Background: an optimization exercise with open tools, aiming at small area, a short achievable clock period and few clock cycles per item. Do not read the settings as production practice. Where RTL was checked, it was by simulation tests only, not by an equivalence proof against the original. Only the layout flow was run in runs 1 to 4; the RTL was not checked for function there. Power is estimated from default activity; no workload was simulated.

--- flow/run.sh ---
#!/bin/bash
# synth_recipe.tcl (not shown) runs the flow's synth.tcl, then flattens the netlist and writes it again
# the make line also repeats each setting of config.mk as NAME=value (left out here)
make -C /OpenROAD-flow-scripts/flow DESIGN_CONFIG=/design/flow/config.mk WORK_HOME=/design/flow/orfs CLKGATE_MAP_FILE= SYNTH_SCRIPT=/design/flow/synth_recipe.tcl finish
--- flow/config.mk ---
export PLATFORM = sky130hd
export DESIGN_NAME = conv_acc
export DESIGN_NICKNAME = conv_acc
export VERILOG_FILES = /design/flow/design.v
export SDC_FILE = /design/flow/constraint.sdc
export NUM_CORES = 4
export LEC_CHECK = 0
export CAP_MARGIN = 20
export CORE_MARGIN = 2
export CORE_UTILIZATION = 70
export CTS_BUF_LIST = sky130_fd_sc_hd__clkbuf_16
export CTS_CLUSTER_DIAMETER = 120
export CTS_CLUSTER_SIZE = 30
export SETUP_SLACK_MARGIN = 3.8
export SLEW_MARGIN = 20
export SYNTH_HIERARCHICAL = 1
export TNS_END_PERCENT = 100
--- flow/constraint.sdc ---
create_clock -name core_clock -period 7.0 [get_ports {clk}]
set_input_delay 1.4000 -clock core_clock [delete_from_list [all_inputs] [get_ports {clk}]]
set_output_delay 1.4000 -clock core_clock [all_outputs]
set_load 0.01 [all_outputs]
--- flow/design.v ---
package conv_pkg;
    localparam int RES_DEPTH = 16;
    localparam logic [1:0] ADR_OPERAND = 2'd0;
    localparam logic [1:0] ADR_RESULT  = 2'd1;
    localparam logic [1:0] ADR_STATUS  = 2'd2;
    localparam logic [1:0] ADR_CLEAR   = 2'd3;
    typedef struct packed {
        logic signed [15:0] psum;
        logic signed [7:0]  fltr;
        logic signed [7:0]  ifmap;
    } operand_t;
endpackage
module conv_mac_cs
(
    input  logic [7:0]  f,
    input  logic [7:0]  x,
    input  logic [15:0] psum,
    output logic [15:0] row_a,
    output logic [15:0] row_b,
    output logic        cin
);
    logic pp0_0;
    logic pp0_1;
    logic pp0_2;
    logic pp0_3;
    logic pp0_4;
    logic pp0_5;
    logic pp0_6;
    logic pp0_7;
    logic pp1_0;
    logic pp1_1;
    logic pp1_2;
    logic pp1_3;
    logic pp1_4;
    logic pp1_5;
    logic pp1_6;
    logic pp1_7;
    logic pp2_0;
    logic pp2_1;
    logic pp2_2;
    logic pp2_3;
    logic pp2_4;
    logic pp2_5;
    logic pp2_6;
    logic pp2_7;
    logic pp3_0;
    logic pp3_1;
    logic pp3_2;
    logic pp3_3;
    logic pp3_4;
    logic pp3_5;
    logic pp3_6;
    logic pp3_7;
    logic pp4_0;
    logic pp4_1;
    logic pp4_2;
    logic pp4_3;
    logic pp4_4;
    logic pp4_5;
    logic pp4_6;
    logic pp4_7;
    logic pp5_0;
    logic pp5_1;
    logic pp5_2;
    logic pp5_3;
    logic pp5_4;
    logic pp5_5;
    logic pp5_6;
    logic pp5_7;
    logic pp6_0;
    logic pp6_1;
    logic pp6_2;
    logic pp6_3;
    logic pp6_4;
    logic pp6_5;
    logic pp6_6;
    logic pp6_7;
    logic pp7_0;
    logic pp7_1;
    logic pp7_2;
    logic pp7_3;
    logic pp7_4;
    logic pp7_5;
    logic pp7_6;
    logic pp7_7;
    logic s1;
    logic c2;
    logic s3;
    logic c4;
    logic s5;
    logic c6;
    logic s7;
    logic c8;
    logic s9;
    logic c10;
    logic s11;
    logic c12;
    logic s13;
    logic c14;
    logic s15;
    logic c16;
    logic s17;
    logic c18;
    logic s19;
    logic c20;
    logic s21;
    logic c22;
    logic s23;
    logic c24;
    logic s25;
    logic c26;
    logic s27;
    logic c28;
    logic s29;
    logic c30;
    logic s31;
    logic c32;
    logic s33;
    logic c34;
    logic s35;
    logic c36;
    logic s37;
    logic c38;
    logic s39;
    logic c40;
    logic s41;
    logic c42;
    logic s43;
    logic c44;
    logic s45;
    logic c46;
    logic s47;
    logic c48;
    logic s49;
    logic c50;
    logic s51;
    logic c52;
    logic s53;
    logic c54;
    logic s55;
    logic c56;
    logic s57;
    logic c58;
    logic s59;
    logic c60;
    logic s61;
    logic c62;
    logic s63;
    logic c64;
    logic s65;
    logic c66;
    logic s67;
    logic c68;
    logic s69;
    logic c70;
    logic s71;
    logic c72;
    logic s73;
    logic c74;
    logic s75;
    logic c76;
    logic s77;
    logic c78;
    logic s79;
    logic c80;
    logic s81;
    logic c82;
    logic s83;
    logic c84;
    logic s85;
    logic c86;
    logic s87;
    logic c88;
    logic s89;
    logic c90;
    logic s91;
    logic c92;
    logic s93;
    logic c94;
    logic s95;
    logic c96;
    logic s97;
    logic c98;
    logic s99;
    logic c100;
    logic s101;
    logic c102;
    logic s103;
    logic c104;
    logic s105;
    logic c106;
    logic s107;
    logic c108;
    logic s109;
    logic c110;
    logic s111;
    logic c112;
    logic s113;
    logic c114;
    logic s115;
    logic c116;
    logic s117;
    logic c118;
    logic s119;
    logic c120;
    logic s121;
    logic c122;
    assign pp0_0 = x[0] & f[0];
    assign pp0_1 = x[0] & f[1];
    assign pp0_2 = x[0] & f[2];
    assign pp0_3 = x[0] & f[3];
    assign pp0_4 = x[0] & f[4];
    assign pp0_5 = x[0] & f[5];
    assign pp0_6 = x[0] & f[6];
    assign pp0_7 = ~(x[0] & f[7]);
    assign pp1_0 = x[1] & f[0];
    assign pp1_1 = x[1] & f[1];
    assign pp1_2 = x[1] & f[2];
    assign pp1_3 = x[1] & f[3];
    assign pp1_4 = x[1] & f[4];
    assign pp1_5 = x[1] & f[5];
    assign pp1_6 = x[1] & f[6];
    assign pp1_7 = ~(x[1] & f[7]);
    assign pp2_0 = x[2] & f[0];
    assign pp2_1 = x[2] & f[1];
    assign pp2_2 = x[2] & f[2];
    assign pp2_3 = x[2] & f[3];
    assign pp2_4 = x[2] & f[4];
    assign pp2_5 = x[2] & f[5];
    assign pp2_6 = x[2] & f[6];
    assign pp2_7 = ~(x[2] & f[7]);
    assign pp3_0 = x[3] & f[0];
    assign pp3_1 = x[3] & f[1];
    assign pp3_2 = x[3] & f[2];
    assign pp3_3 = x[3] & f[3];
    assign pp3_4 = x[3] & f[4];
    assign pp3_5 = x[3] & f[5];
    assign pp3_6 = x[3] & f[6];
    assign pp3_7 = ~(x[3] & f[7]);
    assign pp4_0 = x[4] & f[0];
    assign pp4_1 = x[4] & f[1];
    assign pp4_2 = x[4] & f[2];
    assign pp4_3 = x[4] & f[3];
    assign pp4_4 = x[4] & f[4];
    assign pp4_5 = x[4] & f[5];
    assign pp4_6 = x[4] & f[6];
    assign pp4_7 = ~(x[4] & f[7]);
    assign pp5_0 = x[5] & f[0];
    assign pp5_1 = x[5] & f[1];
    assign pp5_2 = x[5] & f[2];
    assign pp5_3 = x[5] & f[3];
    assign pp5_4 = x[5] & f[4];
    assign pp5_5 = x[5] & f[5];
    assign pp5_6 = x[5] & f[6];
    assign pp5_7 = ~(x[5] & f[7]);
    assign pp6_0 = x[6] & f[0];
    assign pp6_1 = x[6] & f[1];
    assign pp6_2 = x[6] & f[2];
    assign pp6_3 = x[6] & f[3];
    assign pp6_4 = x[6] & f[4];
    assign pp6_5 = x[6] & f[5];
    assign pp6_6 = x[6] & f[6];
    assign pp6_7 = ~(x[6] & f[7]);
    assign pp7_0 = ~(x[7] & f[0]);
    assign pp7_1 = ~(x[7] & f[1]);
    assign pp7_2 = ~(x[7] & f[2]);
    assign pp7_3 = ~(x[7] & f[3]);
    assign pp7_4 = ~(x[7] & f[4]);
    assign pp7_5 = ~(x[7] & f[5]);
    assign pp7_6 = ~(x[7] & f[6]);
    assign pp7_7 = x[7] & f[7];
    conv_ha u_s1 (.a(psum[5]), .b(pp0_5), .s(s1), .co(c2));
    conv_fa u_s3 (.a(psum[6]), .b(pp0_6), .ci(pp1_5), .s(s3), .co(c4));
    conv_ha u_s5 (.a(pp2_4), .b(pp3_3), .s(s5), .co(c6));
    conv_fa u_s7 (.a(psum[7]), .b(pp0_7), .ci(pp1_6), .s(s7), .co(c8));
    conv_fa u_s9 (.a(pp2_5), .b(pp3_4), .ci(pp4_3), .s(s9), .co(c10));
    conv_ha u_s11 (.a(pp5_2), .b(pp6_1), .s(s11), .co(c12));
    conv_fa u_s13 (.a(1'b1), .b(psum[8]), .ci(pp1_7), .s(s13), .co(c14));
    conv_fa u_s15 (.a(pp2_6), .b(pp3_5), .ci(pp4_4), .s(s15), .co(c16));
    conv_fa u_s17 (.a(pp5_3), .b(pp6_2), .ci(pp7_1), .s(s17), .co(c18));
    conv_fa u_s19 (.a(psum[9]), .b(pp2_7), .ci(pp3_6), .s(s19), .co(c20));
    conv_fa u_s21 (.a(pp4_5), .b(pp5_4), .ci(pp6_3), .s(s21), .co(c22));
    conv_fa u_s23 (.a(psum[10]), .b(pp3_7), .ci(pp4_6), .s(s23), .co(c24));
    conv_ha u_s25 (.a(psum[3]), .b(pp0_3), .s(s25), .co(c26));
    conv_fa u_s27 (.a(psum[4]), .b(pp0_4), .ci(pp1_3), .s(s27), .co(c28));
    conv_ha u_s29 (.a(pp2_2), .b(pp3_1), .s(s29), .co(c30));
    conv_fa u_s31 (.a(pp1_4), .b(pp2_3), .ci(pp3_2), .s(s31), .co(c32));
    conv_fa u_s33 (.a(pp4_1), .b(pp5_0), .ci(s1), .s(s33), .co(c34));
    conv_fa u_s35 (.a(pp4_2), .b(pp5_1), .ci(pp6_0), .s(s35), .co(c36));
    conv_fa u_s37 (.a(c2), .b(s5), .ci(s3), .s(s37), .co(c38));
    conv_fa u_s39 (.a(pp7_0), .b(c6), .ci(s11), .s(s39), .co(c40));
    conv_fa u_s41 (.a(c4), .b(s7), .ci(s9), .s(s41), .co(c42));
    conv_fa u_s43 (.a(c12), .b(c8), .ci(c10), .s(s43), .co(c44));
    conv_fa u_s45 (.a(s13), .b(s15), .ci(s17), .s(s45), .co(c46));
    conv_fa u_s47 (.a(pp7_2), .b(c14), .ci(c16), .s(s47), .co(c48));
    conv_fa u_s49 (.a(c18), .b(s19), .ci(s21), .s(s49), .co(c50));
    conv_fa u_s51 (.a(pp5_5), .b(pp6_4), .ci(pp7_3), .s(s51), .co(c52));
    conv_fa u_s53 (.a(c20), .b(c22), .ci(s23), .s(s53), .co(c54));
    conv_fa u_s55 (.a(psum[11]), .b(pp4_7), .ci(pp5_6), .s(s55), .co(c56));
    conv_fa u_s57 (.a(pp6_5), .b(pp7_4), .ci(c24), .s(s57), .co(c58));
    conv_fa u_s59 (.a(psum[12]), .b(pp5_7), .ci(pp6_6), .s(s59), .co(c60));
    conv_ha u_s61 (.a(psum[2]), .b(pp0_2), .s(s61), .co(c62));
    conv_fa u_s63 (.a(pp1_2), .b(pp2_1), .ci(pp3_0), .s(s63), .co(c64));
    conv_fa u_s65 (.a(pp4_0), .b(c26), .ci(s29), .s(s65), .co(c66));
    conv_fa u_s67 (.a(c30), .b(c28), .ci(s31), .s(s67), .co(c68));
    conv_fa u_s69 (.a(c32), .b(s35), .ci(c34), .s(s69), .co(c70));
    conv_fa u_s71 (.a(c36), .b(s39), .ci(c38), .s(s71), .co(c72));
    conv_fa u_s73 (.a(c40), .b(c42), .ci(s43), .s(s73), .co(c74));
    conv_fa u_s75 (.a(c44), .b(s47), .ci(c46), .s(s75), .co(c76));
    conv_fa u_s77 (.a(s51), .b(c48), .ci(c50), .s(s77), .co(c78));
    conv_fa u_s79 (.a(c52), .b(s55), .ci(c54), .s(s79), .co(c80));
    conv_fa u_s81 (.a(pp7_5), .b(c56), .ci(s59), .s(s81), .co(c82));
    conv_fa u_s83 (.a(psum[13]), .b(pp6_7), .ci(pp7_6), .s(s83), .co(c84));
    conv_ha u_s85 (.a(psum[1]), .b(pp0_1), .s(s85), .co(c86));
    conv_fa u_s87 (.a(pp1_1), .b(pp2_0), .ci(s61), .s(s87), .co(c88));
    conv_fa u_s89 (.a(c62), .b(s25), .ci(s63), .s(s89), .co(c90));
    conv_fa u_s91 (.a(c64), .b(s27), .ci(s65), .s(s91), .co(c92));
    conv_fa u_s93 (.a(c66), .b(s33), .ci(s67), .s(s93), .co(c94));
    conv_fa u_s95 (.a(c68), .b(s37), .ci(s69), .s(s95), .co(c96));
    conv_fa u_s97 (.a(s41), .b(c70), .ci(s71), .s(s97), .co(c98));
    conv_fa u_s99 (.a(s45), .b(c72), .ci(s73), .s(s99), .co(c100));
    conv_fa u_s101 (.a(s49), .b(c74), .ci(s75), .s(s101), .co(c102));
    conv_fa u_s103 (.a(s53), .b(c76), .ci(s77), .s(s103), .co(c104));
    conv_fa u_s105 (.a(s57), .b(c78), .ci(s79), .s(s105), .co(c106));
    conv_fa u_s107 (.a(c58), .b(s81), .ci(c80), .s(s107), .co(c108));
    conv_fa u_s109 (.a(c60), .b(s83), .ci(c82), .s(s109), .co(c110));
    conv_fa u_s111 (.a(psum[14]), .b(pp7_7), .ci(c84), .s(s111), .co(c112));
    conv_ha u_s113 (.a(1'b1), .b(psum[15]), .s(s113), .co(c114));
    conv_ha u_s115 (.a(psum[0]), .b(pp0_0), .s(s115), .co(c116));
    conv_fa u_s117 (.a(pp1_0), .b(c116), .ci(s85), .s(s117), .co(c118));
    conv_fa u_s119 (.a(c86), .b(c118), .ci(s87), .s(s119), .co(c120));
    conv_fa u_s121 (.a(c88), .b(s89), .ci(c120), .s(s121), .co(c122));
    assign row_a = {c112, c110, c108, c106, c104, c102, c100, c98, c96, c94, c92, c90, s121, s119, s117, s115};
    assign row_b = {s113, s111, s109, s107, s105, s103, s101, s99, s97, s95, s93, s91, 1'b0, 1'b0, 1'b0, 1'b0};
    assign cin   = c122;
endmodule
module conv_add16
(
    input  logic [15:0] a,
    input  logic [15:0] b,
    input  logic        ci,
    output logic [15:0] s
);
    logic [15:0] g;
    logic [15:0] p;
    logic gc;
    logic gg1;
    logic pp1;
    logic gg2;
    logic pp2;
    logic gg3;
    logic pp3;
    logic gg4;
    logic pp4;
    logic gg5;
    logic pp5;
    logic gg6;
    logic pp6;
    logic gg7;
    logic pp7;
    logic gg8;
    logic pp8;
    logic gg9;
    logic pp9;
    logic gg10;
    logic pp10;
    logic gg11;
    logic pp11;
    logic gg12;
    logic pp12;
    logic gg13;
    logic pp13;
    logic gg14;
    logic pp14;
    logic gg15;
    logic pp15;
    logic gg16;
    logic pp16;
    logic gg17;
    logic pp17;
    logic gg18;
    logic pp18;
    assign g = a & b;
    assign p = a ^ b;
    assign gc = g[4] | (p[4] & ci);
    assign gg1 = g[5] | (p[5] & gc);
    assign pp1 = p[5] & p[4];
    assign gg2 = g[7] | (p[7] & g[6]);
    assign pp2 = p[7] & p[6];
    assign gg3 = g[9] | (p[9] & g[8]);
    assign pp3 = p[9] & p[8];
    assign gg4 = g[11] | (p[11] & g[10]);
    assign pp4 = p[11] & p[10];
    assign gg5 = g[13] | (p[13] & g[12]);
    assign pp5 = p[13] & p[12];
    assign gg6 = g[15] | (p[15] & g[14]);
    assign pp6 = p[15] & p[14];
    assign gg7 = gg2 | (pp2 & gg1);
    assign pp7 = pp2 & pp1;
    assign gg8 = gg4 | (pp4 & gg3);
    assign pp8 = pp4 & pp3;
    assign gg9 = gg6 | (pp6 & gg5);
    assign pp9 = pp6 & pp5;
    assign gg10 = gg8 | (pp8 & gg7);
    assign pp10 = pp8 & pp7;
    assign gg11 = gg9 | (pp9 & gg10);
    assign pp11 = pp9 & pp10;
    assign gg12 = gg3 | (pp3 & gg7);
    assign pp12 = pp3 & pp7;
    assign gg13 = gg5 | (pp5 & gg10);
    assign pp13 = pp5 & pp10;
    assign gg14 = g[6] | (p[6] & gg1);
    assign pp14 = p[6] & pp1;
    assign gg15 = g[8] | (p[8] & gg7);
    assign pp15 = p[8] & pp7;
    assign gg16 = g[10] | (p[10] & gg12);
    assign pp16 = p[10] & pp12;
    assign gg17 = g[12] | (p[12] & gg10);
    assign pp17 = p[12] & pp10;
    assign gg18 = g[14] | (p[14] & gg13);
    assign pp18 = p[14] & pp13;
    assign s[3:0] = a[3:0];
    assign s[15:4] = p[15:4] ^ {gg18, gg13, gg17, gg10, gg16, gg12, gg15, gg7, gg14, gg1, gc, ci};
endmodule
module conv_fa
(
    input  logic a,
    input  logic b,
    input  logic ci,
    output logic s,
    output logic co
);
    assign s  = a ^ b ^ ci;
    assign co = (a & b) | (a & ci) | (b & ci);
endmodule
module conv_ha
(
    input  logic a,
    input  logic b,
    output logic s,
    output logic co
);
    assign s  = a ^ b;
    assign co = a & b;
endmodule
module conv_rd_bit #(
    parameter bit HAS_ST = 1'b0
)
(
    input  logic [1:0] adr,
    input  logic [1:0] adr_n,
    input  logic       res,
    input  logic       st,
    output logic       dat
);
    if (HAS_ST) begin : g_st
        assign dat = (adr[0] && adr_n[1] && res) || (adr[1] && adr_n[0] && st);
    end else begin : g_res
        assign dat = adr[0] && !adr[1] && res;
    end
endmodule
module conv_pick #(
    parameter int N = 15
)
(
    input  logic [N-1:0] sel,
    input  logic [N-1:0] d,
    output logic         q
);
    assign q = |(sel & d);
endmodule
module conv_acc
(
    input  logic        clk,
    input  logic        arst_n,
    input  logic        wb_cyc,
    input  logic        wb_stb,
    input  logic        wb_we,
    input  logic [1:0]  wb_adr,
    input  logic [31:0] wb_dat_i,
    output logic        wb_ack,
    output logic [31:0] wb_dat_o
);
    localparam int DEPTH = conv_pkg::RES_DEPTH - 1;
    logic               req;
    logic               wr_operand;
    logic               rd_result;
    logic               wr_clear;
    logic               accept;
    logic               pop;
    logic               full;
    conv_pkg::operand_t op;
    logic [15:0]        cs_a;
    logic [15:0]        cs_b;
    logic               cs_c;
    logic               stage_v;
    logic [15:0]        st_a;
    logic [15:0]        st_b;
    logic               st_c;
    logic [15:0]        mac;
    logic               head_v;
    logic [15:0]        head;
    logic [15:0]        mem [DEPTH];
    logic [4:0]         nrsel;
    logic [4:0]         rsel;
    logic               more;
    logic               shift;
    logic               take;
    logic               head_en;
    logic [DEPTH-1:0]   pick;
    logic [15:0]        oldest;
    logic [15:0]        head_d;
    logic               overflow;
    logic               underflow;
    logic               busy;
    logic [3:0]         status;
    logic [1:0]         adr_n;
    assign req        = wb_cyc && wb_stb;
    assign wb_ack     = req;
    assign wr_operand = req &&  wb_we && !wb_adr[1] && !wb_adr[0];
    assign rd_result  = req && !wb_we && !wb_adr[1] &&  wb_adr[0];
    assign wr_clear   = req &&  wb_we &&  wb_adr[1] &&  wb_adr[0];
    assign rsel   = ~nrsel;
    assign more   = !rsel[4];
    assign full   = head_v && ((rsel == 5'd14) || (stage_v && (rsel == 5'd13)));
    assign accept = wr_operand && !full;
    assign pop    = rd_result && head_v;
    assign shift   = stage_v && head_v && (more || !pop);
    assign take    = pop && more;
    assign head_en = pop || (stage_v && !head_v);
    always_ff @(posedge clk or negedge arst_n) begin
        if (!arst_n) begin
            stage_v   <= 1'b0;
            head_v    <= 1'b0;
            nrsel     <= '0;
            overflow  <= 1'b0;
            underflow <= 1'b0;
        end else begin
            stage_v <= accept;
            if (pop && !more && !stage_v) begin
                head_v <= 1'b0;
            end else if (stage_v) begin
                head_v <= 1'b1;
            end
            case ({shift, take})
                2'b10:   nrsel <= nrsel - 1'b1;
                2'b01:   nrsel <= nrsel + 1'b1;
                default: nrsel <= nrsel;
            endcase
            if (wr_clear) begin
                overflow  <= 1'b0;
                underflow <= 1'b0;
            end else begin
                if (wr_operand && full)   overflow  <= 1'b1;
                if (rd_result && !head_v) underflow <= 1'b1;
            end
        end
    end
    assign op = conv_pkg::operand_t'(wb_dat_i);
    conv_mac_cs u_mac (
        .f     (op.fltr),
        .x     (op.ifmap),
        .psum  (op.psum),
        .row_a (cs_a),
        .row_b (cs_b),
        .cin   (cs_c)
    );
    always_ff @(posedge clk) begin
        st_a <= cs_a;
        st_b <= cs_b;
        st_c <= cs_c;
    end
    conv_add16 u_add (
        .a  (st_a),
        .b  (st_b),
        .ci (st_c),
        .s  (mac)
    );
    always_comb begin
        for (int i = 0; i < DEPTH; i++) begin
            pick[i] = (rsel[3:0] == i);
        end
    end
    for (genvar b = 0; b < 16; b++) begin : g_pick
        logic [DEPTH-1:0] col;
        for (genvar i = 0; i < DEPTH; i++) begin : g_col
            assign col[i] = mem[i][b];
        end
        conv_pick #(.N(DEPTH)) u_pick (
            .sel (pick),
            .d   (col),
            .q   (oldest[b])
        );
    end
    assign head_d = more ? oldest : (stage_v ? mac : 16'd0);
    always_ff @(posedge clk or negedge arst_n) begin
        if (!arst_n) begin
            head <= '0;
        end else if (head_en) begin
            head <= head_d;
        end
    end
    always_ff @(posedge clk) begin
        if (shift) begin
            mem[0] <= mac;
            for (int i = 1; i < DEPTH; i++) begin
                mem[i] <= mem[i-1];
            end
        end
    end
    assign adr_n  = ~wb_adr;
    assign busy   = head_v || stage_v;
    assign status = {busy, !busy, underflow, overflow};
    for (genvar b = 0; b < 16; b++) begin : g_rd
        conv_rd_bit #(.HAS_ST(b < 4)) u_rd (
            .adr    (wb_adr),
            .adr_n  (adr_n),
            .res    (head[b]),
            .st     ((b < 4) ? status[b % 4] : 1'b0),
            .dat    (wb_dat_o[b])
        );
    end
    assign wb_dat_o[31:16] = '0;
endmodule
==> metrics.yaml, run 1 <==
status: "finished clean"
clock-sinks: 294
drtIter0Drc: 779
clock_skew_ns: 0.03237
clk_path_buf_depth: 3
cts_tree: "yes"
ir_drop_mv: 0.2239
num_io_pins: 72
rsz0062_at_grt: "true"
final_cells: 1105
grt_overflow: 0
maxCapViolations: 0
routed-wl-met2_um: 13480
port_buffers: 55
finalHoldWorstSlack_ns: 0.4418
cp_max_fo: 5
die_y_um: 140.1
final_cell_area_mm2: 0.01429
tightest_slew_ns: 1.156
die_w_um: 140.1
required_ns: 5.60
dp_cells: 1072
first_pass_iters: 7
core_area_mm2: 0.01809
drc_errors: 0
totalWireLength_um: 27630
wl_met1_um: 11130
hold_class: "reg2reg"
place_congestion: 0.8523
grt_pass1_vias: 7444
max_freq_mhz: 304.9
dpl-instance-area_mm2: 0.01369
start_kind: "input port"
routedWlPerCell_um: 25.01
ctsHoldBuffers: 0
start_util_pct: 71.68
vias_per_cell: 6.614
setup_violations: 0
p_leak_nw: 4.974
drv_slew: 0
track_usage_pct: 28.55
relSlewSlack_pct: 22.70
setup_tns_ns: 0
antenna_found_initial: 0
hpwl_um: 17150
hold_viol_final: 0
numCtsBuffers: 13
syn2layout_area_growth_pct: 10.21
diodes: 0
cp_data_arrival_time_ns: 1.88
grt_max_degree: 128
routed.top_layer: "met4"
cts.clk_slew.worst_paths_ns: 0.11
fill_cells: 990
grt_pass1_wl_um: 42190
clockRootBuffer: "clkbuf_16"
post-route-period-util_pct: 46.86
syn_area_per_cell_um2: 15.70
rows: 49
wl_met3_um: 2251
end_kind: "output port"
yosysWarnings: 8
layout.nets: 989
antenna_left: 0
vias: 7308
dieArea_mm2: 0.01963
pwr_density_cell_mw_per_mm2: 312.2
crit_type: "in2out"
clkLatencyLatePin_ns: 0.50
layout_min_cycle_time_ns: 3.280
h-tree-depth: 1
layout-drive-gt1-share_pct: 19.29
synth_cells: 826
syn_area_mm2: 0.01296
## registers in the layout, indices dropped and copies added, names as in the netlist
register   cells
head          16
st_a          16
nrsel          5
overflow       1
stage_v        1
underflow      1
head_v         1
st_b          12
mem          240
st_c           1
## routing by layer
metal / up-vias / global-route usage, %
li1: 3189 / -
met4: 0 / 7.390
met1: 3707 / 40.21
met2: 348 / 47.76
met3: 64 / 4.718
met5: - / 0
## area by class of cell
class / count / area (um^2) / share of cell area, %
Sequential cell: 294 / 8413 / 58.88
Multi-Input combinational cell: 467 / 4403 / 30.81
Timing Repair Buffer: 70 / 708.2 / 4.956
Clock buffer: 13 / 325.3 / 2.277
Tap cell: 229 / 286.5 / 2.005
Clock inverter: 9 / 43.79 / 0.3065
Inverter: 23 / 108.9 / 0.7618
## placed cells by master (no fill, tap or decap), types with 19 or more instances in the layout
| cell type | instances |
|---|---|
| buf_2 | 19 |
| nand2_1 | 24 |
| dfrtp_1 | 25 |
| fa_2 | 25 |
| inv_1 | 26 |
| fa_1 | 35 |
| edfxtp_1 | 240 |
| dfxtp_1 | 29 |
| a22oi_1 | 80 |
| and2_1 | 40 |
| nor2_1 | 21 |
## path summary, 6_finish.rpt
check | start | endpoint | slack (ns) | cells after the start
min in group asynchronous | arst_n | head[3] | 1.26 | 2
max in group asynchronous | arst_n | head[11] | 5.43 | 2
min | mem[13][7] | mem[14][7] | 0.44 | 0
min reg2reg | mem[13][7] | mem[14][7] | 0.44 | 0
max reg2reg | nrsel[2] | head[5] | 3.97 | 7
max | wb_adr[1] | wb_dat_o[4] | 3.72 | 3
## per-stage QoR
step           setup slack [ns]  total power, mW  utilization, %
6_report                  3.720            4.461           79.00
5_1_grt                   3.722            4.669           79.00
4_1_cts                   3.726            4.428           78.08
3_5_place_dp              2.232            3.598           75.70
3_3_place_gp              2.268            3.547           75.70
2_1_floorplan             1.271            3.223               -
## power breakdown
| part | internal (mW) | switching (mW) |
|---|---|---|
| registers | 2.07 | 0.169 |
| clock network | 0.348 | 0.498 |
| logic | 0.560 | 0.819 |
## worst max-delay path, cell delays in order
cell and delay (ns):
buf_16 0.12, and3b_1 0.22, buf_2 0.14
## repair_timing
| item | 4_1_cts | 5_1_grt |
|---|---|---|
| cloned | 4 | 0 |
| endpoints found under the setup margin | 298 | 24 |
| setup buffers | 3 | 4 |
| pin swaps | 16 | 16 |
| gates resized for setup | 200 | 47 |
==> inputs of run 2 (changes only) <==
--- a/flow/config.mk
+++ b/flow/config.mk
@@ -7,7 +7,7 @@
 export LEC_CHECK = 0
 export CAP_MARGIN = 20
 export CORE_MARGIN = 2
-export CORE_UTILIZATION = 70
+export CORE_UTILIZATION = 60
 export CTS_BUF_LIST = sky130_fd_sc_hd__clkbuf_16
 export CTS_CLUSTER_DIAMETER = 120
 export CTS_CLUSTER_SIZE = 30
==> run 2 against run 1 <==
Non-clock buffer count grew 3. Hold slack improved by 0.0013 ns. Clock skew increased by 0.0052 ns.
==> metrics.yaml, run 2 <==
top_register: "mem"
clock_skew_ns: 0.03761
yosysWarnings: 8
start_kind: "input port"
layout-drive-gt1-share_pct: 19.93
syn_area_per_cell_um2: 15.70
core_area_mm2: 0.02109
tightest_slew_ns: 1.267
grt_max_degree: 106
met3_usage_pct: 5.090
layout_min_cycle_time_ns: 3.268
use_met2_pct: 42.00
cp_data_arrival_time_ns: 1.87
end_kind: "output port"
max_freq_mhz: 306.0
r2r_cells: 6
pwr_density_cell_mw_per_mm2: 313.3
required_ns: 5.60
reg.largest.list: "mem x240, head x16, st_a x16"
grt_pass1_vias: 7657
hpwl_um: 18320
syn_area_mm2: 0.01296
dpl-instance-area_mm2: 0.01377
rows: 53
maxCapViolations: 0
drc_errors: 0
rsz0062_at_grt: "true"
dpl_worst_slack_ns: 2.230
mostFrequentLayoutCells: "edfxtp_1 (240), a22oi_1 (80), and2_1 (39), fa_1 (35), dfxtp_1 (29)"
post-route-period-util_pct: 46.69
largest_reg_flops: 240
num_io_pins: 72
syn2layout_area_growth_pct: 11.18
crit_type: "in2out"
place_congestion: 0.9161
grt.met1_usage_pct: 36.75
first_pass_iters: 5
ctsHoldBuffers: 0
diodes: 0
setup.worst_path.start: "wb_adr[1]"
grt_pass1_wl_um: 43960
hold_class: "reg2reg"
vias: 7323
dieArea_mm2: 0.02280
totalWireLength_um: 28740
total_power_mw: 4.516
grt_overflow: 0
routedWlPerCell_um: 24.92
port_buffers: 55
layout_commonest_cell: "edfxtp_1"
clockRootBuffer: "clkbuf_16"
p_leak_nw: 4.994
drtIter0Drc: 749
die_y_um: 151.0
track_usage_pct: 26.02
cp_max_fo: 5
multi_input_area_mm2: 0.004442
fill_cells: 1432
status: "finished clean"
start_util_pct: 61.48
setup_violations: 0
r2r_end: "head[10]"
vias_per_cell: 6.351
clkLatencyLatePin_ns: 0.51
drv_slew: 0
h-tree-depth: 1
r2r-start: "nrsel[1]"
antenna_found_initial: 1
cts_tree: "yes"
grt_most_used_layer: "met2"
finalWorstSetupSlack_ns: 3.732
ir_drop_mv: 0.1912
antenna_left: 0
regArea_mm2: 0.008413
ff2ff_setup_slack_ns: 3.93
synth_cells: 826
clock-sinks: 294
setup_tns_ns: 0
layout.nets: 993
cts.clk_slew.worst_paths_ns: 0.11
final_cell_area_mm2: 0.01441
critPathCapture: "wb_dat_o[6]"
clk_path_buf_depth: 3
numCtsBuffers: 13
relSlewSlack_pct: 15.45
hold_viol_final: 0
die_w_um: 151.0
-- run 2: worst min-delay path by stage --
stage,from,end,slack (ns),cells after the start
3_5_place_dp,st_a[3],mem[0][3],0.42,0
5_1_grt,mem[8][8],mem[9][8],0.46,0
3_3_place_gp,st_a[3],mem[0][3],0.42,0
6_report,mem[8][8],mem[9][8],0.44,0
2_1_floorplan,mem[5][0],mem[6][0],0.43,0
4_1_cts,mem[8][8],mem[9][8],0.44,0
-- run 2: power by group --
part / switching [mW] / total (mW) / internal [mW]
Clock: 0.515 / 0.863 / 0.347
Sequential: 0.163 / 2.23 / 2.07
Combinational: 0.844 / 1.42 / 0.581
Total: 1.52 / 4.52 / 2.99
-- run 2: what timing repair did --
| action | CTS | global route |
|---|---|---|
| hold endpoints to repair | 0 | 0 |
| pin swaps | 18 | 22 |
| gates resized for setup | 207 | 31 |
| setup buffers | 5 | 4 |
| cloned | 5 | 0 |
| endpoints found under the setup margin | 297 | 34 |
-- run 2: stage by stage --
stage | hold WS, ns | utilization, % | std cells
floorplan | 0.4252 | - | 842
global placement | 0.4165 | 65.26 | 1118
detailed placement | 0.4241 | 65.31 | 1119
CTS | 0.4374 | 67.60 | 1149
global route | 0.4622 | 68.35 | 1153
finish | 0.4431 | 68.35 | 1153
-- run 2: metal layers --
layer  part of all wire (%)  up-vias
li1                       -     3203
met1                     41     3712
met2                     48      358
met3                    8.3       48
met4                    2.4        2
met5                  0.045        -
-- run 2: cell type report --
type                    count  area share (%)
clock inverters             7          0.2517
well taps                 275           2.387
flip-flops and latches    294           58.37
inverters                  23          0.7552
multi-input cells         468           30.82
clock buffers              13           2.257
repair buffers             73           5.165
-- run 2: critical path, stage by stage --
cell and delay [ns]:
buf_16 0.12, and3b_1 0.21, buf_2 0.14
==> inputs of run 3 (changes only) <==
--- a/flow/config.mk
+++ b/flow/config.mk
@@ -7,7 +7,7 @@
 export LEC_CHECK = 0
 export CAP_MARGIN = 20
 export CORE_MARGIN = 2
-export CORE_UTILIZATION = 60
+export CORE_UTILIZATION = 65
 export CTS_BUF_LIST = sky130_fd_sc_hd__clkbuf_16
 export CTS_CLUSTER_DIAMETER = 120
 export CTS_CLUSTER_SIZE = 30
==> run 3 against run 2 <==
Sequential share of layout area is 0.23 points higher. Final cell count is 0.87% lower. Still clean. Critical path depth stayed put. Largest cell class unchanged. Sequential power hardly changed. Hold slack better by 0.017 ns. Combinational power is 3% lower. Cell area is 0.39% lower. Synthesized cell count stayed put. Die area is 7.5% lower.
==> metrics.yaml, run 3 <==
status: "finished clean"
first_pass_iters: 5
port_buffers: 55
grt_pass1_vias: 7479
p_leak_nw: 4.989
antenna_left: 0
end_kind: "output port"
p_sw_share_pct: 33.40
rows: 51
syn_area_per_cell_um2: 15.70
diodes: 0
num_io_pins: 72
r2r-start: "nrsel[1]"
track_usage_pct: 26.49
min_path_cells: 0
clkLatencyLatePin_ns: 0.49
switchingPower_mw: 1.492
cts.clk_slew.worst_paths_ns: 0.11
start_util_pct: 66.40
die_w_um: 145.2
syn_area_mm2: 0.01296
maxCapViolations: 0
dieArea_mm2: 0.02109
layout-drive-gt1-share_pct: 18.91
dpl_worst_slack_ns: 2.256
finalWorstSetupSlack_ns: 3.722
hold_end: "mem[12][12]"
setup_violations: 0
drv_slew: 0
totalWireLength_um: 28520
vias_per_cell: 6.486
p_comb_share_pct: 30.9
setup_tns_ns: 0
cts_tree: "yes"
ctsHoldBuffers: 0
post-route-period-util_pct: 46.83
layout_min_cycle_time_ns: 3.278
drtIter0Drc: 831
mostFrequentLayoutCells: "edfxtp_1 (240), a22oi_1 (80), and2_1 (39), fa_1 (36), dfxtp_1 (29)"
die_y_um: 145.2
drc_errors: 0
p_seq_share_pct: 50.1
cp_data_arrival_time_ns: 1.88
worstHoldStart: "mem[11][12]"
tightest_slew_ns: 1.263
fill_cells: 1274
cp_max_fo: 5
reg.largest.list: "mem x240, head x16, st_a x16"
total_power_mw: 4.466
top_register: "mem"
hold_class: "reg2reg"
ff2ff_setup_slack_ns: 3.86
syn2layout_area_growth_pct: 10.74
layout.nets: 992
place_congestion: 0.8714
synth_cells: 826
grt_pass1_wl_um: 42840
rsz0062_at_grt: "true"
antenna_found_initial: 0
core_area_mm2: 0.01953
max_freq_mhz: 305.1
clock-sinks: 294
routedWlPerCell_um: 24.95
grt_max_degree: 138
start_kind: "input port"
r2r_end: "head[10]"
clockPowerShare_pct: 19.0
grt_overflow: 0
required_ns: 5.60
ir_drop_mv: 0.1788
clk_path_buf_depth: 3
clockRootBuffer: "clkbuf_16"
yosysWarnings: 8
r2r_cells: 7
vias: 7414
intPower_mw: 2.974
crit_type: "in2out"
hpwl_um: 17550
h-tree-depth: 1
numCtsBuffers: 13
relSlewSlack_pct: 15.74
largest_reg_flops: 240
hold_viol_final: 0
clock_skew_ns: 0.01611
layout_commonest_cell: "edfxtp_1"
pwr_density_cell_mw_per_mm2: 311.1
-- run 3: layout make-up --
type	instances	area, um^2	area share [%]
Multi-Input combinational cell	467	4388	30.56
Timing Repair Buffer	73	750.7	5.229
Inverter	23	113.9	0.7930
Sequential cell	294	8413	58.60
Tap cell	265	331.6	2.309
Clock buffer	13	325.3	2.266
Clock inverter	8	35.03	0.2440
-- run 3: power by group through the flow --
stage	logic, mW	registers (mW)	clock network (mW)
after floorplan	1.05	2.18	0
final	1.38	2.24	0.849
after detailed placement	1.33	2.27	0
after global placement	1.29	2.26	0
after global routing	1.52	2.26	0.917
after CTS	1.34	2.23	0.858
-- run 3: per-layer routing --
layer / global-route usage (%) / vias up / part of all wire (%)
met1: 37.62 / 3777 / 40
met4: 7.255 / 0 / 2.2
met3: 4.403 / 55 / 8.2
li1: - / 3208 / -
met5: 0 / - / 0
met2: 43.34 / 374 / 49
-- run 3: worst max-delay path by stage --
stage | from | end | cells after the start
2_1_floorplan | wb_adr[1] | mem[0][0] | 4
3_3_place_gp | wb_adr[0] | wb_dat_o[3] | 5
3_5_place_dp | wb_adr[0] | wb_dat_o[1] | 5
4_1_cts | wb_adr[1] | wb_dat_o[13] | 3
5_1_grt | wb_we | nrsel[4] | 10
6_report | wb_adr[1] | wb_dat_o[8] | 3
-- run 3: repair_timing --
| item | 4_1_cts | 5_1_grt |
|---|---|---|
| setup buffers | 4 | 2 |
| setup endpoints to repair | 298 | 221 |
| pin swaps | 18 | 17 |
| cloned | 2 | 5 |
| resized for setup | 211 | 28 |
-- run 3: metrics by stage --
step | utilization [%] | instance area [um^2] | hold WS (ns) | cells
after global routing | 73.53 | 14360 | 0.4612 | 1143
after CTS | 72.41 | 14140 | 0.4599 | 1135
final | 73.53 | 14360 | 0.4604 | 1143
after floorplan | - | 13190 | 0.4252 | 842
after global placement | 70.29 | 13720 | 0.4299 | 1108
after detailed placement | 70.29 | 13720 | 0.4328 | 1108
-- run 3: critical path: stages --
cell	delay [ns]
buf_12	0.12
and3b_1	0.21
buf_2	0.14
==> inputs of run 4 (changes only) <==
--- a/flow/design.v
+++ b/flow/design.v
@@ -456,7 +456,7 @@
     if (HAS_ST) begin : g_st
         assign dat = (adr[0] && adr_n[1] && res) || (adr[1] && adr_n[0] && st);
     end else begin : g_res
-        assign dat = adr[0] && !adr[1] && res;
+        assign dat = adr[0] && adr_n[1] && res;
     end
 endmodule
 module conv_pick #(
--- a/flow/config.mk
+++ b/flow/config.mk
@@ -7,7 +7,7 @@
 export LEC_CHECK = 0
 export CAP_MARGIN = 20
 export CORE_MARGIN = 2
-export CORE_UTILIZATION = 65
+export CORE_UTILIZATION = 70
 export CTS_BUF_LIST = sky130_fd_sc_hd__clkbuf_16
 export CTS_CLUSTER_DIAMETER = 120
 export CTS_CLUSTER_SIZE = 30
==> run 4 against run 3 <==
Hold slack worse by 0.013 ns. Via count rose by 0.67%. Combinational power hardly changed. Die area shrank 7.2%. Non-clock buffer count is 6 lower. Highest routed layer is now met5. Flip-flop and latch count unchanged. First-iteration DRC count down 2.9%. Power increased by 0.57%.
==> metrics.yaml, run 4 <==
cp_slowest_cell: "clkbuf_16"
rsz0062_at_grt: "true"
cp_num_cells: 5
diodes: 0
grt_pass1_vias: 7586
ctsHoldBuffers: 0
r2r_cells: 7
h-tree-depth: 1
mostFrequentLayoutCells: "edfxtp_1 (240), a22oi_1 (80), and2_1 (39), fa_1 (37), dfxtp_1 (29)"
hold_viol_final: 0
total_power_mw: 4.492
routedWlPerCell_um: 25.72
hpwl_um: 17820
die_y_um: 139.9
grt_most_used_layer: "met2"
drtIter0Drc: 807
use_met2_pct: 46.03
largest_reg_flops: 240
antenna_found_initial: 2
top_register: "mem"
place_congestion: 0.8948
dieArea_mm2: 0.01958
p_leak_nw: 4.854
numCtsBuffers: 13
start_util_pct: 71.76
post-route-period-util_pct: 50.74
vias: 7464
clock-sinks: 294
core_area_mm2: 0.01802
synth_cells: 826
hold_class: "reg2reg"
yosysWarnings: 8
p_seq_share_pct: 49.7
maxCapViolations: 0
fill_cells: 1004
start_kind: "input port"
first_pass_iters: 5
tightest_slew_ns: 1.170
crit_type: "in2out"
grt_overflow: 0
path_delay_family: "buffers and inverters"
layout_min_cycle_time_ns: 3.552
finalWorstSetupSlack_ns: 3.448
required_ns: 5.60
cp_data_arrival_time_ns: 2.15
clockPowerShare_pct: 19.0
clock_skew_ns: 0.02535
syn_area_mm2: 0.01293
ir_drop_mv: 0.3672
cp_max_fo: 8
clk_path_buf_depth: 3
critPathCapture: "wb_dat_o[14]"
met3_usage_pct: 5.368
slowest_delay_ns: 0.23
setup_violations: 0
setup_tns_ns: 0
r2r-start: "nrsel[3]"
relSlewSlack_pct: 21.73
layout.nets: 986
syn_area_per_cell_um2: 15.66
syn2layout_area_growth_pct: 9.750
max_freq_mhz: 281.5
layout-drive-gt1-share_pct: 19.70
worstPathCellList: "buf_12, clkinvlp_4, clkbuf_16, and3_4, buf_6"
r2r_end: "head[2]"
grt_pass1_wl_um: 42330
clockRootBuffer: "clkbuf_16"
vias_per_cell: 6.804
dpl_worst_slack_ns: 2.258
intPower_mw: 2.984
cts_tree: "yes"
drc_errors: 0
die_w_um: 139.9
p_comb_share_pct: 31.3
clkLatencyLatePin_ns: 0.50
track_usage_pct: 28.32
num_io_pins: 72
rows: 49
grt_max_degree: 180
drv_slew: 0
path_buf_inv: 4
cts.clk_slew.worst_paths_ns: 0.11
reg.largest.list: "mem x240, head x16, st_a x16"
end_kind: "output port"
worstHoldStart: "mem[4][11]"
switchingPower_mw: 1.507
p_sw_share_pct: 33.56
status: "finished clean"
ff2ff_setup_slack_ns: 3.93
grt.met1_usage_pct: 38.95
antenna_left: 0
pwr_density_cell_mw_per_mm2: 316.4
setup.worst_path.start: "wb_adr[1]"
port_buffers: 55
totalWireLength_um: 28210
layout_commonest_cell: "edfxtp_1"
## run 4: layout make-up
cell class / count / area, um^2 / area share [%]
sequential: 294 / 8413 / 59.26
multi-input combinational: 467 / 4418 / 31.12
timing repair buffer: 67 / 635.6 / 4.477
clock inverter: 4 / 25.02 / 0.1763
tap: 229 / 286.5 / 2.018
inverter: 23 / 92.59 / 0.6522
clock buffer: 13 / 325.3 / 2.292
## run 4: routing by layer
layer / vias up / share of wire (%)
li1: 3183 / -
met1: 3712 / 38
met2: 467 / 49
met3: 98 / 9.5
met4: 4 / 4.2
met5: - / 0.078
## run 4: how the worst min path moves through the flow
stage / endpoint / depth (start not counted) / slack, ns
after floorplan: mem[6][0] / 0 / 0.43
after global placement: mem[0][3] / 0 / 0.42
after detailed placement: mem[0][3] / 0 / 0.42
after CTS: mem[2][9] / 0 / 0.44
after global routing: mem[0][3] / 0 / 0.46
final: mem[5][11] / 0 / 0.45
## run 4: what timing repair did
item / in CTS / in global routing
gates resized for setup: 174 / 51
pin swaps: 14 / 8
gates cloned: 0 / 2
buffers inserted: 4 / 3
endpoints found under the setup margin: 296 / 24
## run 4: power groups by stage
stage	registers [mW]	logic [mW]	clock network, mW
detailed placement	2.27	1.33	0
global placement	2.26	1.27	0
floorplan	2.18	1.05	0
global route	2.25	1.52	0.911
finish	2.23	1.40	0.854
CTS	2.23	1.35	0.864
## run 4: stage by stage
stage,hold WS [ns],instances,instance area (um^2),utilization (%)
after floorplan,0.4252,842,13160,-
after global placement,0.4180,1071,13650,75.70
after detailed placement,0.4161,1071,13650,75.70
after CTS,0.4414,1092,14000,77.66
after global routing,0.4564,1097,14200,78.76
final,0.4478,1097,14200,78.76
==> inputs of run 5 (changes only) <==
--- a/flow/design.v
+++ b/flow/design.v
@@ -448,15 +448,14 @@
 )
 (
     input  logic [1:0] adr,
-    input  logic [1:0] adr_n,
     input  logic       res,
     input  logic       st,
     output logic       dat
 );
     if (HAS_ST) begin : g_st
-        assign dat = (adr[0] && adr_n[1] && res) || (adr[1] && adr_n[0] && st);
+        assign dat = (adr[0] && !adr[1] && res) || (adr[1] && !adr[0] && st);
     end else begin : g_res
-        assign dat = adr[0] && adr_n[1] && res;
+        assign dat = adr[0] && !adr[1] && res;
     end
 endmodule
 module conv_pick #(
@@ -514,7 +513,6 @@
     logic               underflow;
     logic               busy;
     logic [3:0]         status;
-    logic [1:0]         adr_n;
     assign req        = wb_cyc && wb_stb;
     assign wb_ack     = req;
     assign wr_operand = req &&  wb_we && !wb_adr[1] && !wb_adr[0];
@@ -608,13 +606,11 @@
             end
         end
     end
-    assign adr_n  = ~wb_adr;
     assign busy   = head_v || stage_v;
     assign status = {busy, !busy, underflow, overflow};
     for (genvar b = 0; b < 16; b++) begin : g_rd
         conv_rd_bit #(.HAS_ST(b < 4)) u_rd (
             .adr    (wb_adr),
-            .adr_n  (adr_n),
             .res    (head[b]),
             .st     ((b < 4) ? status[b % 4] : 1'b0),
             .dat    (wb_dat_o[b])
==> flow/flow/run.sh (new file) <==
#!/bin/bash
# The standard layout, with the bus control, address and read data pins
# placed together on one edge (flow/io.tcl).
set -e
echo "export IO_CONSTRAINTS = $PWD/flow/io.tcl" >> config.mk
bash standard.sh > standard.log 2>&1
==> flow/flow/io.tcl (new file) <==
# Keep the bus control, address and read data pins together on one edge:
# the read data is a gate or two from the address and the head register.
set_io_pin_constraint -group -order -region left:* -pin_names {
  wb_dat_o[15] wb_dat_o[14] wb_dat_o[13] wb_dat_o[12]
  wb_dat_o[11] wb_dat_o[10] wb_dat_o[9] wb_dat_o[8]
  wb_dat_o[7] wb_dat_o[6] wb_dat_o[5] wb_dat_o[4]
  wb_ack wb_cyc wb_stb wb_adr[0] wb_adr[1]
  wb_dat_o[3] wb_dat_o[2] wb_dat_o[1] wb_dat_o[0]
}
==> flow/standard.sh (new file) <==
#!/bin/bash
# synth_recipe.tcl (not shown) runs the flow's synth.tcl, then flattens the netlist and writes it again
# the make line also repeats each setting of config.mk as NAME=value (left out here)
make -C /OpenROAD-flow-scripts/flow DESIGN_CONFIG=/design/flow/config.mk WORK_HOME=/design/flow/orfs CLKGATE_MAP_FILE= SYNTH_SCRIPT=/design/flow/synth_recipe.tcl "${@:-finish}"
--- a/flow/config.mk
+++ b/flow/config.mk
@@ -15,3 +15,4 @@
 export SLEW_MARGIN = 20
 export SYNTH_HIERARCHICAL = 1
 export TNS_END_PERCENT = 100
+export IO_CONSTRAINTS = /design/flow/flow/io.tcl
removed: flow/run.sh
==> run 5 against run 4 <==
Register-to-register slack got worse by 0.03 ns. First-iteration DRC count decreased by 4.6%. Die area about the same. Via count decreased by 1.7%. Core utilization decreased by 0.23 points. Critical endpoint is now wb_dat_o[1]. Largest power group unchanged. Clock-buffer cell count unchanged. Critical path depth decreased by 1. Clock skew decreased by 0.016 ns. Final cell count increased by 0.36%. Routed wire length decreased by 1.9%. Power decreased by 1.1%.
==> metrics.yaml, run 5 <==
status: "finished clean"
drv_slew: 0
clkLatencyLatePin_ns: 0.48
crit_type: "in2out"
vias_per_cell: 6.661
ff2ff_setup_slack_ns: 3.90
final_cell_area_mm2: 0.01420
path_delay_family: "buffers and inverters"
pwr_density_cell_mw_per_mm2: 312.8
max_freq_mhz: 302.5
hpwl_um: 17800
rsz0062_at_grt: "true"
num_io_pins: 72
hold_end: "mem[4][11]"
intPower_mw: 2.965
grt_pass1_wl_um: 43010
tightest_slew_ns: 1.201
cp_max_fo: 6
clockRootBuffer: "clkbuf_16"
drtIter0Drc: 770
setup_violations: 0
layout_commonest_cell: "edfxtp_1"
multi_input_area_mm2: 0.004370
cts.clk_slew.worst_paths_ns: 0.11
hold_class: "reg2reg"
dp_cells: 1069
setup_tns_ns: 0
ir_drop_mv: 0.2512
p_leak_nw: 4.955
relSlewSlack_pct: 19.83
layout.nets: 986
clock-sinks: 294
grt_overflow: 0
synth_cells: 825
antenna_found_initial: 0
h-tree-depth: 1
switchingPower_mw: 1.477
die_y_um: 140
cp_data_arrival_time_ns: 1.91
required_ns: 5.60
yosysWarnings: 8
antenna_left: 0
drc_errors: 0
cp_slowest_cell: "nand3b_1"
min_path_cells: 0
clock_skew_ns: 0.009166
rows: 49
final_cells: 1101
p_sw_share_pct: 33.25
layout_min_cycle_time_ns: 3.306
syn2layout_area_growth_pct: 9.693
diodes: 0
grt_pass1_vias: 7632
core_area_mm2: 0.01809
start_util_pct: 71.59
fill_cells: 1003
p_comb_share_pct: 30.5
p_seq_share_pct: 50.7
end_kind: "output port"
syn_area_per_cell_um2: 15.69
clockPowerShare_pct: 18.8
track_usage_pct: 28.75
first_pass_iters: 6
vias: 7334
slowest_delay_ns: 0.17
path_buf_inv: 2
place_congestion: 0.8938
syn_area_mm2: 0.01295
port_buffers: 55
reg.largest.list: "mem x240, head x16, st_a x16"
routedWlPerCell_um: 25.14
worstHoldStart: "mem[3][11]"
worstPathCellList: "buf_12, nand3b_1, o21ai_2, buf_2"
clk_path_buf_depth: 3
maxCapViolations: 0
cts_tree: "yes"
regArea_mm2: 0.008413
r2r_end: "head[8]"
layout-drive-gt1-share_pct: 17.78
largest_reg_flops: 240
dpl-instance-area_mm2: 0.01364
grt_max_degree: 114
totalWireLength_um: 27680
dieArea_mm2: 0.01960
post-route-period-util_pct: 47.23
numCtsBuffers: 13
mostFrequentLayoutCells: "edfxtp_1 (240), a22oi_1 (80), and2_1 (37), fa_1 (36), dfxtp_1 (29)"
hold_viol_final: 0
start_kind: "input port"
r2r-start: "nrsel[3]"
top_register: "mem"
die_w_um: 140
r2r_cells: 7
## run 5: worst max-delay path by stage
stage	end	depth (start not counted)	start	slack (ns)
6_report	wb_dat_o[1]	4	wb_adr[0]	3.69
5_1_grt	wb_dat_o[1]	4	wb_adr[0]	3.69
4_1_cts	wb_dat_o[1]	4	wb_adr[0]	3.70
3_5_place_dp	nrsel[4]	11	wb_adr[1]	2.34
3_3_place_gp	mem[8][8]	6	wb_adr[1]	2.49
2_1_floorplan	mem[0][0]	4	wb_adr[1]	1.27
## run 5: layer usage
layer / GRT usage (%) / wire length, um / vias to the layer above / share of wire (%)
met4: 6.752 / 498 / 0 / 1.8
met2: 46.02 / 13280 / 417 / 48
met1: 42.96 / 11130 / 3686 / 40
met3: 4.547 / 2771 / 47 / 10
li1: - / - / 3184 / -
met5: 0 / 0 / - / 0
## run 5: through the flow
stage / power [mW] / utilization, % / hold slack [ns] / setup slack, ns
2_1_floorplan: 3.204 / - / 0.4252 / 1.265
3_3_place_gp: 3.539 / 75.43 / 0.4264 / 2.493
3_5_place_dp: 3.594 / 75.43 / 0.4343 / 2.336
4_1_cts: 4.420 / 77.98 / 0.4564 / 3.704
5_1_grt: 4.645 / 78.53 / 0.4712 / 3.689
6_report: 4.442 / 78.53 / 0.4611 / 3.694
## run 5: power groups by stage
stage          clock, mW  sequential (mW)  combinational, mW
6_report           0.835             2.25               1.35
5_1_grt            0.903             2.27               1.47
4_1_cts            0.847             2.25               1.32
3_5_place_dp           0             2.29               1.31
3_3_place_gp           0             2.28               1.26
2_1_floorplan          0             2.18               1.03
## run 5: layout make-up
type                       instances  share of cell area, %
sequential                       294                  59.24
multi-input combinational        467                  30.77
timing repair buffer              68                  4.854
clock buffer                      13                  2.291
tap                              229                  2.017
inverter                          22                 0.5814
clock inverter                     8                 0.2467
## run 5: timing repair
item	CTS	global route
endpoints found under the setup margin	267	130
setup buffers	4	1
endpoints found under the hold margin	0	0
pin swaps	24	12
hold buffers	0	0
gates cloned	3	3
gates resized for setup	216	9
Testbench counts of run 5, summed over its fixed seeds: cycles 9,600, items 3,200.

[static timing again, ports no longer ideal]
No port has a modelled driver above. Below, the same layouts with a new extraction and two added sets of constraints.
Step 1: set_driving_cell puts a clkbuf_16 on clk and a buf_2 on each other input, an assumption about the parent block.
Step 2 adds t to the input delays and takes it off the output delays; t is the mean of the earliest and latest rising clock arrival at the registers after step 1. Input paths then give back, and output paths get back, about the clock's delay inside the block.
Slacks: ideal ports / drivers / drivers and shift; pairs: ideal ports / drivers.
| run | t, ns | setup slack, ns | worst setup path after step 2 |
|---|---|---|---|
| run 1 | 0.536 | 3.720 / 3.519 / 3.126 | input to register |
| run 2 | 0.542 | 3.732 / 3.466 / 3.162 | input to register |
| run 3 | 0.537 | 3.722 / 3.482 / 3.143 | input to register |
| run 4 | 0.532 | 3.448 / 3.382 / 3.277 | input to register |
| run 5 | 0.520 | 3.694 / 3.554 / 3.208 | input to register |
After both steps every run listed still meets setup and hold. For run 1, which loses most, drivers alone change the setup slack by -0.201 ns; drivers and shift together by -0.594 ns.
